Context: an optimization exercise on an open-source flow, tuned for small area, a short achievable clock period and few clock cycles per item. The choices shown serve that exercise and are no tape-out recipe. RTL that was checked went through simulation tests only; none was proved equivalent to the original.

==> inputs of sierra <==
==> flow/design.v (excerpt) <==
module dcache_ctrl (
	input  logic                  clk_i,
	input  logic                  rst_i,
	input  logic                  cpu_cyc_i,
	input  logic                  cpu_we_i,
	input  logic                  cpu_erc_i,
	input  dcache_pkg::cpu_tid_t  cpu_tid_i,
	input  dcache_pkg::addr_t     cpu_adr_i,
	input  dcache_pkg::line_sel_t cpu_sel_i,
	input  dcache_pkg::line_dat_t cpu_dat_i,
	output logic                  cpu_busy_o,
	output logic                  cpu_ack_o,
	output dcache_pkg::cpu_tid_t  cpu_ack_tid_o,
	output dcache_pkg::line_dat_t cpu_ack_dat_o,
	output logic                  cpu_ack_err_o,
	output logic                  bus_cyc_o,
	output logic                  bus_we_o,
	output logic                  bus_erc_o,
	output dcache_pkg::bus_tag_t  bus_tag_o,
	output dcache_pkg::addr_t     bus_adr_o,
	output dcache_pkg::half_sel_t bus_sel_o,
	output dcache_pkg::half_dat_t bus_dat_o,
	input  logic                  bus_full_i,
	input  logic                  bus_ack_i,
	input  dcache_pkg::bus_tag_t  bus_tag_i,
	input  dcache_pkg::half_dat_t bus_dat_i,
	input  logic                  bus_err_i
);
Settings: LEC_CHECK=0, CAP_MARGIN=20, CORE_AREA=5 5 355 355, DIE_AREA=0 0 360 360, SETUP_SLACK_MARGIN=2.7, SLEW_MARGIN=20; clock period 5.0 ns.
standard.sh (not shown) runs the stock make flow with config.mk's settings and CLKGATE_MAP_FILE= SYNTH_SCRIPT=/design/flow/synth_recipe.tcl, a recipe that flattens the netlist after the stock synthesis.
==> flow/flow/run.sh <==
#!/bin/bash
# Standard layout (the standard.sh, unchanged synthesis and steps) with two
# placement options changed: ports are buffered with buf_2 instead of the
# default cell buffer_ports picks, and pins may sit one routing track apart.
set -euo pipefail
cd "$(dirname "${BASH_SOURCE[0]}")/.."
bash standard.sh finish \
	"BUFFER_PORTS_ARGS=-buffer_cell sky130_fd_sc_hd__buf_2" \
	"PLACE_PINS_ARGS=-min_distance 1 -min_distance_in_tracks" \
	> make.log 2>&1
==> inputs of onyx, as changes to sierra <==
==> flow/flow/run.sh (replaced) <==
#!/bin/bash
# Standard layout (the standard.sh, unchanged synthesis and steps) with two
# placement options changed: ports are buffered with buf_1 instead of the
# default cell buffer_ports picks, and pins may sit one routing track apart.
set -euo pipefail
cd "$(dirname "${BASH_SOURCE[0]}")/.."
bash standard.sh finish \
	"BUFFER_PORTS_ARGS=-buffer_cell sky130_fd_sc_hd__buf_1" \
	"PLACE_PINS_ARGS=-min_distance 1 -min_distance_in_tracks" \
	> make.log 2>&1
--- a/flow/config.mk
+++ b/flow/config.mk
@@ -5,8 +5,11 @@
 export SDC_FILE = /design/flow/constraint.sdc
 export NUM_CORES = 4
 export LEC_CHECK = 0
+export ABC_AREA = 1
 export CAP_MARGIN = 20
-export CORE_AREA = 5 5 355 355
-export DIE_AREA = 0 0 360 360
+export CORE_AREA = 5 5 320 320
+export CTS_CLUSTER_DIAMETER = 80
+export CTS_CLUSTER_SIZE = 30
+export DIE_AREA = 0 0 325 325
 export SETUP_SLACK_MARGIN = 2.7
 export SLEW_MARGIN = 20
==> comparison table <==
item	onyx	sierra
Result of the run	stopped before the end	complete, no violations
Failing step	5_1_grt	-
# Post-CTS Setup Buffers	32	34
Share of the synthesized area in the top cell type	0.554	0.542
Post-synthesis share of cell area spent on full adders, half adders and majority gates	0.000976	0.000955
Simple-gate area share of the yosys netlist	0.0569	0.0896
Starting density of the core	0.651	0.538
Count of unique library cells instantiated by Yosys	52	61
Post-cts repair resize count	310	596
Die Height	325 um	360 um
Gate count after technology mapping	5383	5048
Synth Area in Compound Gates	0.185	0.0506
RD Place Congestion	1.12	1.04
# H-tree levels	3	4
Post-synthesis mux area share	0.000312	0.124
Cell area after synthesis	0.0641 mm^2	0.0655 mm^2
Share of synthesized area occupied by flip-flops and latches	0.719	0.703
Number of rows in the core area	115	128
Testbench counts of sierra, summed over its fixed seeds: cycles 2,859, items 1,280.
Testbench counts of onyx, summed over its fixed seeds: cycles 2,859, items 1,280.

==> raven <==
==> flow/design.v <==
package dcache_pkg;
	localparam int N_ENT = 4;
	localparam int ENT_W = 2;
	localparam int N_BUF = 2;
	localparam int ADDR_W = 32;
	localparam int CPU_TID_W = 8;
	localparam int LINE_BYTES = 64;
	localparam int HALF_BYTES = 32;
	localparam int HALF_BIT = 5;
	typedef logic [ENT_W-1:0] ent_idx_t;
	typedef logic [ENT_W:0] bus_tag_t;
	typedef logic [CPU_TID_W-1:0] cpu_tid_t;
	typedef logic [ADDR_W-1:0] addr_t;
	typedef logic [LINE_BYTES-1:0] line_sel_t;
	typedef logic [HALF_BYTES-1:0] half_sel_t;
	typedef logic [HALF_BYTES*8-1:0] half_dat_t;
	typedef logic [2*HALF_BYTES*8-1:0] line_dat_t;
	typedef logic [1:0] half_mask_t;
endpackage
`timescale 1ns/100ps
module dcache_ctrl (
	input  logic                  clk_i,
	input  logic                  rst_i,
	input  logic                  cpu_cyc_i,
	input  logic                  cpu_we_i,
	input  logic                  cpu_erc_i,
	input  dcache_pkg::cpu_tid_t  cpu_tid_i,
	input  dcache_pkg::addr_t     cpu_adr_i,
	input  dcache_pkg::line_sel_t cpu_sel_i,
	input  dcache_pkg::line_dat_t cpu_dat_i,
	output logic                  cpu_busy_o,
	output logic                  cpu_ack_o,
	output dcache_pkg::cpu_tid_t  cpu_ack_tid_o,
	output dcache_pkg::line_dat_t cpu_ack_dat_o,
	output logic                  cpu_ack_err_o,
	output logic                  bus_cyc_o,
	output logic                  bus_we_o,
	output logic                  bus_erc_o,
	output dcache_pkg::bus_tag_t  bus_tag_o,
	output dcache_pkg::addr_t     bus_adr_o,
	output dcache_pkg::half_sel_t bus_sel_o,
	output dcache_pkg::half_dat_t bus_dat_o,
	input  logic                  bus_full_i,
	input  logic                  bus_ack_i,
	input  dcache_pkg::bus_tag_t  bus_tag_i,
	input  dcache_pkg::half_dat_t bus_dat_i,
	input  logic                  bus_err_i
);
	localparam int NE = dcache_pkg::N_ENT;
	localparam int NB = dcache_pkg::N_BUF;
	localparam int BW = (NB > 1) ? $clog2(NB) : 1;
	localparam int HW = dcache_pkg::HALF_BYTES*8;
	localparam int HS = dcache_pkg::HALF_BYTES;
	localparam int AW = dcache_pkg::ADDR_W - dcache_pkg::HALF_BIT - 1;
	logic                   b_v;
	logic                   b_cyc;
	logic                   b_we;
	logic                   b_erc;
	logic                   b_two;
	logic                   b_noans;
	logic                   b_half;
	dcache_pkg::ent_idx_t   b_e;
	logic [AW-1:0]          b_adr;
	dcache_pkg::half_sel_t  b_sel;
	dcache_pkg::half_dat_t  b_dat;
	logic                   h_v;
	dcache_pkg::half_sel_t  h_sel;
	dcache_pkg::half_dat_t  h_dat;
	logic [NE-1:0]          e_v;
	logic [NE-1:0]          e_two;
	logic [NE-1:0]          e_err;
	logic [NE-1:0]          e_cpl;
	dcache_pkg::half_mask_t e_need [NE];
	dcache_pkg::cpu_tid_t   e_tid  [NE];
	logic [BW-1:0]          e_buf  [NE];
	logic [NB-1:0]          f_busy;
	dcache_pkg::half_dat_t  f_dat [NB];
	logic                   o_v;
	logic                   o_err;
	dcache_pkg::cpu_tid_t   o_tid;
	dcache_pkg::ent_idx_t   o_e;
	dcache_pkg::line_dat_t  o_dat;
	logic [NE-1:0]          e_free;
	logic                   free_any;
	dcache_pkg::ent_idx_t   free_e;
	logic                   dup;
	logic                   accept;
	dcache_pkg::half_mask_t in_has;
	logic                   in_ans;
	logic                   in_two;
	logic                   f_free_any;
	logic [BW-1:0]          f_free_i;
	logic                   xfer;
	logic                   b_done;
	logic                   st_free;
	logic                   b_wait_res;
	dcache_pkg::ent_idx_t   ans_e;
	logic                   ans_h;
	logic                   ans_fin;
	logic                   ans_two;
	logic [BW-1:0]          ans_buf;
	assign ans_e = bus_tag_i[dcache_pkg::ENT_W:1];
	assign ans_h = bus_tag_i[0];
	assign ans_fin = bus_ack_i && (ans_h ? !e_need[ans_e][0] : !e_need[ans_e][1]);
	assign ans_two = e_two[ans_e];
	assign ans_buf = e_buf[ans_e];
	always_comb begin
		e_free = ~e_v;
		if (o_v)
			e_free[o_e] = 1'b1;
	end
	always_comb begin
		free_any = 1'b0;
		free_e = '0;
		for (int i = NE-1; i >= 0; i--) begin
			if (e_free[i]) begin
				free_any = 1'b1;
				free_e = dcache_pkg::ent_idx_t'(i);
			end
		end
	end
	always_comb begin
		dup = 1'b0;
		for (int i = 0; i < NE; i++)
			if (e_v[i] && e_tid[i] == cpu_tid_i)
				dup = 1'b1;
	end
	logic [NB-1:0]          f_avail;
	always_comb begin
		f_avail = ~f_busy;
		if (ans_fin && ans_two)
			f_avail[ans_buf] = 1'b1;
	end
	always_comb begin
		f_free_any = 1'b0;
		f_free_i = '0;
		for (int i = NB-1; i >= 0; i--) begin
			if (f_avail[i]) begin
				f_free_any = 1'b1;
				f_free_i = BW'(i);
			end
		end
	end
	assign in_has[0] = |cpu_sel_i[HS-1:0];
	assign in_has[1] = |cpu_sel_i[2*HS-1:HS];
	assign in_ans = !cpu_we_i || cpu_erc_i;
	assign in_two = (&in_has) && in_ans;
	assign xfer = b_cyc && !bus_full_i;
	assign b_done = xfer && !h_v;
	assign st_free = !b_v || b_done;
	assign b_wait_res = b_v && !b_cyc && f_free_any;
	assign cpu_busy_o = !free_any || (b_v && !b_done);
	assign accept = cpu_cyc_i && !cpu_busy_o && !dup;
	assign bus_cyc_o = b_cyc;
	assign bus_we_o = b_we;
	assign bus_erc_o = b_erc;
	assign bus_tag_o = {b_e, b_half};
	assign bus_adr_o = {b_adr, b_half, {dcache_pkg::HALF_BIT{1'b0}}};
	assign bus_sel_o = b_sel;
	assign bus_dat_o = b_dat;
	logic [NE-1:0]          cpl_vec;
	logic                   cpl_any;
	dcache_pkg::ent_idx_t   cpl_e;
	always_comb begin
		cpl_vec = e_cpl;
		if (b_done && b_noans)
			cpl_vec[b_e] = 1'b1;
	end
	always_comb begin
		cpl_any = 1'b0;
		cpl_e = '0;
		for (int i = NE-1; i >= 0; i--) begin
			if (cpl_vec[i]) begin
				cpl_any = 1'b1;
				cpl_e = dcache_pkg::ent_idx_t'(i);
			end
		end
	end
	always_ff @(posedge clk_i) begin
		if (rst_i) begin
			b_v <= 1'b0;
			b_cyc <= 1'b0;
			h_v <= 1'b0;
			e_v <= '0;
			e_cpl <= '0;
			f_busy <= '0;
			o_v <= 1'b0;
		end else begin
			if (accept) begin
				b_v <= |in_has;
				b_cyc <= (|in_has) && (!in_two || f_free_any);
				h_v <= &in_has;
			end else begin
				if (b_done) begin
					b_v <= 1'b0;
					b_cyc <= 1'b0;
				end
				if (xfer)
					h_v <= 1'b0;
				if (b_wait_res)
					b_cyc <= 1'b1;
			end
			if (ans_fin && ans_two)
				f_busy[ans_buf] <= 1'b0;
			if (accept && in_two && f_free_any) begin
				f_busy[f_free_i] <= 1'b1;
				e_buf[free_e] <= f_free_i;
			end
			if (!accept && b_wait_res) begin
				f_busy[f_free_i] <= 1'b1;
				e_buf[b_e] <= f_free_i;
			end
			if (bus_ack_i) begin
				e_need[ans_e][ans_h] <= 1'b0;
				e_err[ans_e] <= e_err[ans_e] | bus_err_i;
			end
			e_cpl <= cpl_vec;
			o_v <= 1'b0;
			if (ans_fin) begin
				o_v <= 1'b1;
				o_e <= ans_e;
				o_tid <= e_tid[ans_e];
				o_err <= e_err[ans_e] | bus_err_i;
			end else if (cpl_any) begin
				o_v <= 1'b1;
				o_e <= cpl_e;
				o_tid <= e_tid[cpl_e];
				o_err <= 1'b0;
				e_cpl[cpl_e] <= 1'b0;
			end
			if (o_v)
				e_v[o_e] <= 1'b0;
			if (accept) begin
				e_v[free_e] <= 1'b1;
				e_tid[free_e] <= cpu_tid_i;
				e_need[free_e] <= in_has & {2{in_ans}};
				e_two[free_e] <= in_two;
				e_err[free_e] <= 1'b0;
				e_cpl[free_e] <= !(|in_has);
			end
		end
	end
	always_ff @(posedge clk_i) begin
		if (st_free) begin
			b_we <= cpu_we_i;
			b_erc <= cpu_erc_i;
			b_two <= in_two;
			b_noans <= !in_ans;
			b_e <= free_e;
			b_adr <= cpu_adr_i[dcache_pkg::ADDR_W-1:dcache_pkg::HALF_BIT+1];
			b_half <= !in_has[0];
			b_sel <= in_has[0] ? cpu_sel_i[HS-1:0] : cpu_sel_i[2*HS-1:HS];
			b_dat <= in_has[0] ? cpu_dat_i[HW-1:0] : cpu_dat_i[2*HW-1:HW];
			h_sel <= cpu_sel_i[2*HS-1:HS];
			h_dat <= cpu_dat_i[2*HW-1:HW];
		end else if (xfer) begin
			b_half <= 1'b1;
			b_sel <= h_sel;
			b_dat <= h_dat;
		end
	end
	always_ff @(posedge clk_i) begin
		for (int i = 0; i < NB; i++)
			if (bus_ack_i && !ans_fin && ans_buf == BW'(i))
				f_dat[i] <= bus_dat_i;
	end
	always_ff @(posedge clk_i) begin
		o_dat <= '0;
		if (ans_fin) begin
			if (ans_h) begin
				o_dat[2*HW-1:HW] <= bus_dat_i;
				if (ans_two)
					o_dat[HW-1:0] <= f_dat[ans_buf];
			end else begin
				o_dat[HW-1:0] <= bus_dat_i;
				if (ans_two)
					o_dat[2*HW-1:HW] <= f_dat[ans_buf];
			end
		end
	end
	assign cpu_ack_o = o_v;
	assign cpu_ack_tid_o = o_tid;
	assign cpu_ack_err_o = o_err;
	assign cpu_ack_dat_o = o_dat;
endmodule
==> flow/flow/run.sh <==
#!/bin/bash
# Standard layout (the standard.sh, unchanged synthesis and steps) with two
# placement options changed: ports are buffered with buf_2 instead of the
# default cell buffer_ports picks, and pins may sit one routing track apart.
set -euo pipefail
cd "$(dirname "${BASH_SOURCE[0]}")/.."
bash standard.sh finish \
	"BUFFER_PORTS_ARGS=-buffer_cell sky130_fd_sc_hd__buf_2" \
	"PLACE_PINS_ARGS=-min_distance 1 -min_distance_in_tracks" \
	> make.log 2>&1
==> flow/standard.sh <==
#!/bin/bash
# synth_recipe.tcl (not shown) runs the flow's synth.tcl, then flattens the netlist and writes it again
# the make line also repeats each setting of config.mk as NAME=value (left out here)
make -C /OpenROAD-flow-scripts/flow DESIGN_CONFIG=/design/flow/config.mk WORK_HOME=/design/flow/orfs CLKGATE_MAP_FILE= SYNTH_SCRIPT=/design/flow/synth_recipe.tcl "${@:-finish}"
==> flow/config.mk <==
export PLATFORM = sky130hd
export DESIGN_NAME = dcache_ctrl
export DESIGN_NICKNAME = dcache_ctrl
export VERILOG_FILES = /design/flow/design.v
export SDC_FILE = /design/flow/constraint.sdc
export NUM_CORES = 4
export LEC_CHECK = 0
export CAP_MARGIN = 20
export CORE_AREA = 5 5 355 355
export DIE_AREA = 0 0 360 360
export SETUP_SLACK_MARGIN = 2.2
export SLEW_MARGIN = 20
==> flow/constraint.sdc <==
create_clock -name core_clock -period 5.0 [get_ports {clk_i}]
set_input_delay 1.0000 -clock core_clock [delete_from_list [all_inputs] [get_ports {clk_i}]]
set_output_delay 1.0000 -clock core_clock [all_outputs]
set_load 0.01 [all_outputs]
==> inputs of garnet, as changes to raven <==
==> flow/run.sh (new file) <==
#!/bin/bash
# synth_recipe.tcl (not shown) runs the flow's synth.tcl, then flattens the netlist and writes it again
# the make line also repeats each setting of config.mk as NAME=value (left out here)
make -C /OpenROAD-flow-scripts/flow DESIGN_CONFIG=/design/flow/config.mk WORK_HOME=/design/flow/orfs CLKGATE_MAP_FILE= SYNTH_SCRIPT=/design/flow/synth_recipe.tcl finish
--- a/flow/config.mk
+++ b/flow/config.mk
@@ -7,6 +7,6 @@
 export LEC_CHECK = 0
 export CAP_MARGIN = 20
-export CORE_AREA = 5 5 355 355
-export DIE_AREA = 0 0 360 360
+export CORE_AREA = 5 5 595 595
+export DIE_AREA = 0 0 600 600
 export SETUP_SLACK_MARGIN = 2.2
 export SLEW_MARGIN = 20
removed: flow/flow/run.sh
removed: flow/standard.sh
==> inputs of indigo, as changes to raven <==
--- a/flow/design.v
+++ b/flow/design.v
@@ -1,6 +1,8 @@
 package dcache_pkg;
-	localparam int N_ENT = 4;
-	localparam int ENT_W = 2;
-	localparam int N_BUF = 2;
+	localparam int N_ENT = 6;
+	localparam int ENT_W = 3;
+	localparam int N_TAG = 8;
+	localparam int TAG_W = 3;
+	localparam int N_BUF = 3;
 	localparam int ADDR_W = 32;
 	localparam int CPU_TID_W = 8;
@@ -9,5 +11,5 @@
 	localparam int HALF_BIT = 5;
 	typedef logic [ENT_W-1:0] ent_idx_t;
-	typedef logic [ENT_W:0] bus_tag_t;
+	typedef logic [TAG_W-1:0] bus_tag_t;
 	typedef logic [CPU_TID_W-1:0] cpu_tid_t;
 	typedef logic [ADDR_W-1:0] addr_t;
@@ -48,4 +50,5 @@
 );
 	localparam int NE = dcache_pkg::N_ENT;
+	localparam int NT = dcache_pkg::N_TAG;
 	localparam int NB = dcache_pkg::N_BUF;
 	localparam int BW = (NB > 1) ? $clog2(NB) : 1;
@@ -61,8 +64,10 @@
 	logic                   b_half;
 	dcache_pkg::ent_idx_t   b_e;
+	dcache_pkg::bus_tag_t   b_tag;
 	logic [AW-1:0]          b_adr;
 	dcache_pkg::half_sel_t  b_sel;
 	dcache_pkg::half_dat_t  b_dat;
 	logic                   h_v;
+	dcache_pkg::bus_tag_t   h_tag;
 	dcache_pkg::half_sel_t  h_sel;
 	dcache_pkg::half_dat_t  h_dat;
@@ -74,4 +79,7 @@
 	dcache_pkg::cpu_tid_t   e_tid  [NE];
 	logic [BW-1:0]          e_buf  [NE];
+	logic [NT-1:0]          t_v;
+	dcache_pkg::ent_idx_t   t_e [NT];
+	logic [NT-1:0]          t_h;
 	logic [NB-1:0]          f_busy;
 	dcache_pkg::half_dat_t  f_dat [NB];
@@ -100,9 +108,27 @@
 	logic                   ans_two;
 	logic [BW-1:0]          ans_buf;
-	assign ans_e = bus_tag_i[dcache_pkg::ENT_W:1];
-	assign ans_h = bus_tag_i[0];
+	assign ans_e = t_e[bus_tag_i];
+	assign ans_h = t_h[bus_tag_i];
 	assign ans_fin = bus_ack_i && (ans_h ? !e_need[ans_e][0] : !e_need[ans_e][1]);
 	assign ans_two = e_two[ans_e];
 	assign ans_buf = e_buf[ans_e];
+	logic [NT-1:0]          t_free;
+	dcache_pkg::bus_tag_t   tag_a;
+	dcache_pkg::bus_tag_t   tag_b;
+	always_comb begin
+		t_free = ~t_v;
+		if (bus_ack_i)
+			t_free[bus_tag_i] = 1'b1;
+	end
+	always_comb begin
+		tag_a = '0;
+		for (int i = NT-1; i >= 0; i--)
+			if (t_free[i])
+				tag_a = dcache_pkg::bus_tag_t'(i);
+		tag_b = '0;
+		for (int i = NT-1; i >= 0; i--)
+			if (t_free[i] && dcache_pkg::bus_tag_t'(i) != tag_a)
+				tag_b = dcache_pkg::bus_tag_t'(i);
+	end
 	always_comb begin
 		e_free = ~e_v;
@@ -150,10 +176,10 @@
 	assign st_free = !b_v || b_done;
 	assign b_wait_res = b_v && !b_cyc && f_free_any;
-	assign cpu_busy_o = !free_any || (b_v && !b_done);
+	assign cpu_busy_o = busy_q || (b_v && bus_full_i);
 	assign accept = cpu_cyc_i && !cpu_busy_o && !dup;
 	assign bus_cyc_o = b_cyc;
 	assign bus_we_o = b_we;
 	assign bus_erc_o = b_erc;
-	assign bus_tag_o = {b_e, b_half};
+	assign bus_tag_o = b_tag;
 	assign bus_adr_o = {b_adr, b_half, {dcache_pkg::HALF_BIT{1'b0}}};
 	assign bus_sel_o = b_sel;
@@ -177,4 +203,57 @@
 		end
 	end
+	logic                   b_v_n;
+	logic                   b_cyc_n;
+	logic                   h_v_n;
+	logic [NE-1:0]          e_v_n;
+	logic                   o_v_n;
+	dcache_pkg::ent_idx_t   o_e_n;
+	logic [NE-1:0]          e_free_n;
+	logic [NT-1:0]          t_v_n;
+	logic                   tags_ok_n;
+	logic                   busy_n;
+	logic                   busy_q;
+	always_comb begin
+		b_v_n = b_v;
+		b_cyc_n = b_cyc;
+		h_v_n = h_v;
+		if (accept) begin
+			b_v_n = |in_has;
+			b_cyc_n = (|in_has) && (!in_two || f_free_any);
+			h_v_n = &in_has;
+		end else begin
+			if (b_done) begin
+				b_v_n = 1'b0;
+				b_cyc_n = 1'b0;
+			end
+			if (xfer)
+				h_v_n = 1'b0;
+			if (b_wait_res)
+				b_cyc_n = 1'b1;
+		end
+		e_v_n = e_v;
+		if (o_v)
+			e_v_n[o_e] = 1'b0;
+		if (accept)
+			e_v_n[free_e] = 1'b1;
+		o_v_n = ans_fin || cpl_any;
+		o_e_n = ans_fin ? ans_e : cpl_e;
+		e_free_n = ~e_v_n;
+		if (o_v_n)
+			e_free_n[o_e_n] = 1'b1;
+		t_v_n = t_v;
+		if (bus_ack_i)
+			t_v_n[bus_tag_i] = 1'b0;
+		if (accept && in_ans && (|in_has))
+			t_v_n[tag_a] = 1'b1;
+		if (accept && in_two)
+			t_v_n[tag_b] = 1'b1;
+		tags_ok_n = 1'b0;
+		for (int i = 0; i < NT; i++)
+			for (int j = i+1; j < NT; j++)
+				if (!t_v_n[i] && !t_v_n[j])
+					tags_ok_n = 1'b1;
+		busy_n = !(|e_free_n) || !tags_ok_n || (b_v_n && (h_v_n || !b_cyc_n));
+	end
 	always_ff @(posedge clk_i) begin
 		if (rst_i) begin
@@ -182,4 +261,6 @@
 			b_cyc <= 1'b0;
 			h_v <= 1'b0;
+			busy_q <= 1'b0;
+			t_v <= '0;
 			e_v <= '0;
 			e_cpl <= '0;
@@ -187,18 +268,9 @@
 			o_v <= 1'b0;
 		end else begin
-			if (accept) begin
-				b_v <= |in_has;
-				b_cyc <= (|in_has) && (!in_two || f_free_any);
-				h_v <= &in_has;
-			end else begin
-				if (b_done) begin
-					b_v <= 1'b0;
-					b_cyc <= 1'b0;
-				end
-				if (xfer)
-					h_v <= 1'b0;
-				if (b_wait_res)
-					b_cyc <= 1'b1;
-			end
+			b_v <= b_v_n;
+			b_cyc <= b_cyc_n;
+			h_v <= h_v_n;
+			busy_q <= busy_n;
+			t_v <= t_v_n;
 			if (ans_fin && ans_two)
 				f_busy[ans_buf] <= 1'b0;
@@ -216,21 +288,25 @@
 			end
 			e_cpl <= cpl_vec;
-			o_v <= 1'b0;
+			o_v <= o_v_n;
+			o_e <= o_e_n;
 			if (ans_fin) begin
-				o_v <= 1'b1;
-				o_e <= ans_e;
 				o_tid <= e_tid[ans_e];
 				o_err <= e_err[ans_e] | bus_err_i;
-			end else if (cpl_any) begin
-				o_v <= 1'b1;
-				o_e <= cpl_e;
+			end else begin
 				o_tid <= e_tid[cpl_e];
 				o_err <= 1'b0;
-				e_cpl[cpl_e] <= 1'b0;
+				if (cpl_any)
+					e_cpl[cpl_e] <= 1'b0;
 			end
-			if (o_v)
-				e_v[o_e] <= 1'b0;
+			e_v <= e_v_n;
 			if (accept) begin
-				e_v[free_e] <= 1'b1;
+				if (in_ans && (|in_has)) begin
+					t_e[tag_a] <= free_e;
+					t_h[tag_a] <= !in_has[0];
+				end
+				if (in_two) begin
+					t_e[tag_b] <= free_e;
+					t_h[tag_b] <= 1'b1;
+				end
 				e_tid[free_e] <= cpu_tid_i;
 				e_need[free_e] <= in_has & {2{in_ans}};
@@ -248,4 +324,6 @@
 			b_noans <= !in_ans;
 			b_e <= free_e;
+			b_tag <= tag_a;
+			h_tag <= tag_b;
 			b_adr <= cpu_adr_i[dcache_pkg::ADDR_W-1:dcache_pkg::HALF_BIT+1];
 			b_half <= !in_has[0];
@@ -256,4 +334,5 @@
 		end else if (xfer) begin
 			b_half <= 1'b1;
+			b_tag <= h_tag;
 			b_sel <= h_sel;
 			b_dat <= h_dat;
--- a/flow/config.mk
+++ b/flow/config.mk
@@ -9,4 +9,4 @@
 export CORE_AREA = 5 5 355 355
 export DIE_AREA = 0 0 360 360
-export SETUP_SLACK_MARGIN = 2.2
+export SETUP_SLACK_MARGIN = 2.7
 export SLEW_MARGIN = 20
==> results.json <==
{
  "outcome": "complete, no violations",
  "drive_gt1_share_pct": 9.85,
  "synthSimpleGateAreaFrac_pct": 8.78,
  "slew_headroom_pct": 18.0,
  "postRouteAntennaNets": 0,
  "p_switching_mw": 9.67,
  "timing_worst_setup_path_type": "input port to register"
}
[end of results for garnet]
==> results.json <==
{
  "stop_stage": "5_1_grt",
  "synthDominantCellAreaShare_pct": 56.9,
  "yosysWarnings": 2,
  "cts_setup_buffers": 113,
  "outcome": "stopped before the end",
  "use_met3_pct": 26.9,
  "synthSimpleGateAreaFrac_pct": 11.0,
  "stop_error": "[ERROR GRT-0116] Global routing finished with congestion. Check the congestion regions in the DRC Viewer.",
  "dpl_worst_slack_ns": -0.985,
  "gr-usage-all-layers_pct": 49.9,
  "synth_common_cells": "1,527 x edfxtp_1, 1,423 x nand2_1, 802 x a21oi_1, 654 x nor2_1, 540 x dfxtp_1"
}
[end of results for indigo]
==> results.json <==
{
  "drive_gt1_share_pct": 30.9,
  "place_area_um2": 75300,
  "outcome": "complete, no violations",
  "p_switching_mw": 8.32,
  "timing_worst_setup_path_type": "input port to output port",
  "postRouteAntennaNets": 0
}
[end of results for raven]
No run of this note included a check of the RTL's function; only the layout flow was run.

==> port drivers added, routing unchanged <==
The flow's constraints put no driver on any port. The routed layouts listed below were extracted and timed again, unchanged, in two steps. Step 1: set_driving_cell puts a clkbuf_16 on clk_i and a buf_2 on each other input, an assumption about the parent block. Step 2 moves the port delays by t, midway between the first and last clock arrival at a register: inputs arrive t later, outputs are due t later. That takes back most of the time a late clock gives input paths. a / b / c = ideal ports / drivers / drivers and shift; a / b = the first two.
| run | t (ns) | setup slack, ns | worst hold slack (ns) | pins driven straight from the clock port |
|---|---|---|---|---|
| sierra | 0.867 | 2.505 / 2.415 / 1.719 | 0.384 / 0.326 / 0.523 | 1 |
| raven | 0.851 | 2.162 / 2.069 / 1.431 | 0.389 / 0.341 / 0.558 | 1 |
| garnet | 0.924 | 2.164 / 1.904 / 0.980 | 0.424 / 0.523 / 0.547 | 1 |
After both steps every run listed still meets setup and hold. For garnet, which loses most, drivers alone change the setup slack by -0.260 ns; drivers and shift together by -1.184 ns.
